This is an optimization exercise on Yosys and OpenROAD, whose aim is small area, a short achievable clock period and few clock cycles per item, not a production implementation. Function was checked by simulation only, so behaviour that the tests miss may differ from the original.

v55:
==> flow/design.v (excerpt) <==
module sw_top (
    input  logic                                clk,
    input  logic                                reset,
    input  logic                                i_valid,
    input  sw_pkg::base_t                       i_ref_base,
    input  sw_pkg::base_t                       i_query_base,
    output logic                                o_finish,
    output logic [8-1:0]              o_max,
    output logic [sw_pkg::RIDX_W:0]             o_pos_ref,
    output logic [sw_pkg::QIDX_W:0]             o_pos_query
);
Size in the first run: ~2800 cells after synthesis, roughly 300 flip-flops, ~20000 sq um of cells after synthesis.
==> flow/config.mk <==
export PLATFORM = sky130hd
export DESIGN_NAME = sw_top
export DESIGN_NICKNAME = sw_top
export VERILOG_FILES = /design/flow/design.v
export SDC_FILE = /design/flow/constraint.sdc
export NUM_CORES = 4
export LEC_CHECK = 0
export ABC_AREA = 1
export CAP_MARGIN = 20
export CORE_MARGIN = 2
export CORE_UTILIZATION = 40
export CTS_CLUSTER_DIAMETER = 70
export CTS_CLUSTER_SIZE = 60
export SETUP_SLACK_MARGIN = 4.8
export SLEW_MARGIN = 20
export TNS_END_PERCENT = 100
==> flow/constraint.sdc <==
create_clock -name core_clock -period 7.5 [get_ports {clk}]
set_input_delay 1.5000 -clock core_clock [delete_from_list [all_inputs] [get_ports {clk}]]
set_output_delay 1.5000 -clock core_clock [all_outputs]
set_load 0.01 [all_outputs]
run.sh (not shown) runs the stock make flow with config.mk's settings and CLKGATE_MAP_FILE= SYNTH_SCRIPT=/design/flow/synth_recipe.tcl, a recipe that flattens the netlist after the stock synthesis.
v55 closes out successfully: all stages finished, all timing, DRC and antenna checks passed.
Testbench counts of v55, summed over its fixed seeds: cycles 12,480, runs 320.
Changes in v39 relative to v55:
- CTS_CLUSTER_DIAMETER: 70 -> 80
- SETUP_SLACK_MARGIN: 4.8 -> 4.5
Results
v39: PASS, flow complete, no timing, DRC or antenna violations. v39 ended up with primary input to register as its critical path class; v55 ended up with register to output port. Re fill cell total of the finished layout: v55 was lower than v39. For the hold slack, v39 came in 14 ps higher than v55 did. On v39: minimum clock period after layout is 230 ps higher than what v55 gave. Synthesized cell count: v55 vs v39 identical. What v39 reported for non-clock buffer count has to be multiplied by 1.6 to get the figure for v55. Changes observed in v39 relative to v55: final design area excluding fillers decreased by about 5% relative to the old numbers, share of layout cells above drive strength 1 decreased by 5.7 points relative to the old numbers, area added between synthesis and finish decreased by 6.2 points relative to the old numbers. i_ref_base[1] as the launching element of the worst setup path was reported by v39, and u_max_tracker.g_q[1] by v55. Looking at initial antenna violation count, v39 sits 2 lower than v55 does.
Input changes introduced in v5 (baseline for comparison: v39):
- SETUP_SLACK_MARGIN: 4.5 -> 4.6
- ABC_AREA: 1 -> unset
- CTS_CLUSTER_DIAMETER: 80 -> 60
- CTS_CLUSTER_SIZE: 60 -> 40
Findings:
- Of the two values seen for most frequent standard cell in the layout excluding fill and tap cells, nand2_1 was produced by v39 and dfxtp_1 by v5.
- Floorplan die area | v5 below v39
- Compare v39 and v5 | number of tapcells lower: v5
- Run comparison: v39 largest family of logic cells by synthesized area simple AND/OR/NAND/NOR gates; v5 largest family of logic cells by synthesized area compound AO/OA/AOI/OAI gates
- Time the final worst path needs with I/O delays and setup ended up 28 ps higher on v5 than on v39.
- On count of input and output buffers, v39 and v5 are neck and neck.
- Post-synthesis instance total: v5 < v39
- Later-pin clock latency in the skew report was higher in v5 than in v39.
- v5 -> v39: number of top-level pins flat
- Length of routed met3 wiring (higher): v5

Setup of v36:
sw_top again, from the RTL that the note above started with.
==> flow/design.v (excerpt) <==
module sw_top (
    input  logic                                clk,
    input  logic                                reset,
    input  logic                                i_valid,
    input  sw_pkg::base_t                       i_ref_base,
    input  sw_pkg::base_t                       i_query_base,
    output logic                                o_finish,
    output logic [8-1:0]              o_max,
    output logic [sw_pkg::RIDX_W:0]             o_pos_ref,
    output logic [sw_pkg::QIDX_W:0]             o_pos_query
);
    logic                        start;
    logic                        load;
    logic [5:0]                  cnt;
    logic                        last;
    logic                        busy;
    logic [5:0]                  best_m2;
    logic [16-1:0][1:0] cand;
    logic                        row1;
    logic [5:0]                  best_s;
    logic [5:0]                  best_g;
    logic [4:0]                  best_j;
    logic [4:0]                  best_i;
    sw_sequencer u_sequencer (
        .clk      (clk),
        .reset    (reset),
        .i_valid  (i_valid),
        .o_start  (start),
        .o_load   (load),
        .o_cnt    (cnt),
        .o_busy   (busy),
        .o_last   (last),
        .o_finish (o_finish)
    );
    sw_pe_array u_pe_array (
        .clk          (clk),
        .reset        (reset),
        .i_start      (start),
        .i_load       (load),
        .i_query_base (i_query_base),
        .i_ref_base   (i_ref_base),
        .i_best       (best_g),
        .i_best_m2    (best_m2),
        .o_cand       (cand),
        .o_row1       (row1)
    );
    sw_max_tracker u_max_tracker (
        .clk         (clk),
        .i_clear     (start),
        .i_cnt       (cnt),
        .i_last      (last),
        .i_cand      (cand),
        .i_row1      (row1),
        .o_best      (best_g),
        .o_best_m2   (best_m2),
        .o_max       (best_s),
        .o_pos_ref   (best_j),
        .o_pos_query (best_i)
    );
    assign o_max       = 8'(best_s);
    assign o_pos_ref   = best_j;
    assign o_pos_query = {1'b0, best_i};
endmodule
==> flow/config.mk <==
export PLATFORM = sky130hd
export DESIGN_NAME = sw_top
export DESIGN_NICKNAME = sw_top
export VERILOG_FILES = /design/flow/design.v
export SDC_FILE = /design/flow/constraint.sdc
export NUM_CORES = 4
export LEC_CHECK = 0
export ABC_AREA = 1
export CAP_MARGIN = 20
export CORE_MARGIN = 2
export CORE_UTILIZATION = 40
export CTS_CLUSTER_DIAMETER = 80
export CTS_CLUSTER_SIZE = 60
export PLACE_DENSITY = 0.5
export SETUP_SLACK_MARGIN = 4.6
export SLEW_MARGIN = 20
export TNS_END_PERCENT = 100
==> flow/constraint.sdc <==
create_clock -name core_clock -period 7.5 [get_ports {clk}]
set_input_delay 1.5000 -clock core_clock [delete_from_list [all_inputs] [get_ports {clk}]]
set_output_delay 1.5000 -clock core_clock [all_outputs]
set_load 0.01 [all_outputs]
Testbench counts of v36, summed over its fixed seeds: cycles 12,480, runs 320.
--- input diff v36..v22 ---
# v36
export LEC_CHECK = 0
export ABC_AREA = 1
export CAP_MARGIN = 20
export CORE_MARGIN = 2
export CORE_UTILIZATION = 40
export CTS_CLUSTER_DIAMETER = 80
export CTS_CLUSTER_SIZE = 60
export PLACE_DENSITY = 0.5
export SETUP_SLACK_MARGIN = 4.6
export SLEW_MARGIN = 20
export TNS_END_PERCENT = 100
create_clock -name core_clock -period 7.5 [get_ports {clk}]
# v22
export LEC_CHECK = 0
export CAP_MARGIN = 20
export CORE_MARGIN = 2
export CORE_UTILIZATION = 40
export SETUP_SLACK_MARGIN = 4.5
export SLEW_MARGIN = 20
export TNS_END_PERCENT = 100
create_clock -name core_clock -period 7.5 [get_ports {clk}]
### Flow results
No stage failed in v22, and the final checks on the layout all came back clean. Area of the die, v22 vs v36: down slightly. Design area: v22 vs v36 up about 5.3%. Critical path class = flip-flop to flip-flop: v22; critical path class = flip-flop to output port: v36. Compared with v36, v22 shows a sequential share of layout area that is 1.3 points lower.
[inputs] v40 vs v22
# v22
export LEC_CHECK = 0
export CAP_MARGIN = 20
export CORE_MARGIN = 2
export CORE_UTILIZATION = 40
export SETUP_SLACK_MARGIN = 4.5
export SLEW_MARGIN = 20
export TNS_END_PERCENT = 100
create_clock -name core_clock -period 7.5 [get_ports {clk}]
# v40
export LEC_CHECK = 0
export ABC_AREA = 1
export CAP_MARGIN = 20
export CORE_MARGIN = 2
export CORE_UTILIZATION = 40
export CTS_CLUSTER_DIAMETER = 80
export CTS_CLUSTER_SIZE = 40
export SETUP_SLACK_MARGIN = 4.6
export SLEW_MARGIN = 20
export TNS_END_PERCENT = 100
create_clock -name core_clock -period 7.5 [get_ports {clk}]
- Comparing v40 and v22, sequential share of layout area is higher on v40.
- Going from v22 to v40, share of the cycle needed by the critical path after routing shows a reduction of 1.5 points, post-synthesis share of cell area spent on xor and xnor gates grew by 1.0 points.
- v22 vs v40, cell with the largest stage delay on the worst path: sky130_fd_sc_hd__or3_4 vs sky130_fd_sc_hd__dfxtp_4
- v40 vs. v22: sequential cell count held steady, overall die height increased 0.70%, count of mapped cells out of synthesis now sits higher, global-route usage increased by 1.0 points relative to the old numbers, die area shows an increase of 710 sq um.
--- input diff v40..v13 ---
# v40
export LEC_CHECK = 0
export ABC_AREA = 1
export CAP_MARGIN = 20
export CORE_MARGIN = 2
export CORE_UTILIZATION = 40
export CTS_CLUSTER_DIAMETER = 80
export CTS_CLUSTER_SIZE = 40
export SETUP_SLACK_MARGIN = 4.6
export SLEW_MARGIN = 20
export TNS_END_PERCENT = 100
create_clock -name core_clock -period 7.5 [get_ports {clk}]
# v13
export LEC_CHECK = 0
export ABC_AREA = 1
export CAP_MARGIN = 20
export CORE_MARGIN = 2
export CORE_UTILIZATION = 50
export CTS_CLUSTER_DIAMETER = 80
export CTS_CLUSTER_SIZE = 60
export PLACE_DENSITY = 0.65
export SETUP_SLACK_MARGIN = 4.6
export SLEW_MARGIN = 20
export TNS_END_PERCENT = 100
create_clock -name core_clock -period 7.5 [get_ports {clk}]
--- outcome ---
[v13] overall die area fell about 20% relative to v40

-- port drivers added, routing unchanged --
Ports are ideal in the flow. The routed layouts listed here were re-timed in OpenROAD.
Step 1 assumes that a clkbuf_16 drives the clock port and a buf_2 every other input.
Step 2 also shifts input and output timing later by t, the mid clock arrival at the registers, as if the neighbouring blocks saw the same clock.
a / b / c = no drivers / after step 1 / after step 2; a / b = the first two.
| run | t (ns) | slack for setup (ns) | slew at the worst register clock pin (ns) |
|---|---|---|---|
| v55 | 0.640 | 4.782 / 4.724 / 4.243 | 0.09 / 0.09 |
| v39 | 0.591 | 4.553 / 4.507 / 3.953 | 0.11 / 0.11 |
| v5 | 0.641 | 4.525 / 4.525 / 4.061 | 0.09 / 0.09 |
| v36 | 0.607 | 4.647 / 4.591 / 4.149 | 0.10 / 0.10 |
| v22 | 0.569 | 4.522 / 4.522 / 4.008 | 0.06 / 0.06 |
| v40 | 0.601 | 4.635 / 4.581 / 4.123 | 0.10 / 0.10 |
| v13 | 0.579 | 4.579 / 4.521 / 4.191 | 0.12 / 0.12 |
After both steps every run listed still meets setup and hold. For v39, which loses most, drivers alone change the setup slack by -0.046 ns; drivers and shift together by -0.600 ns.
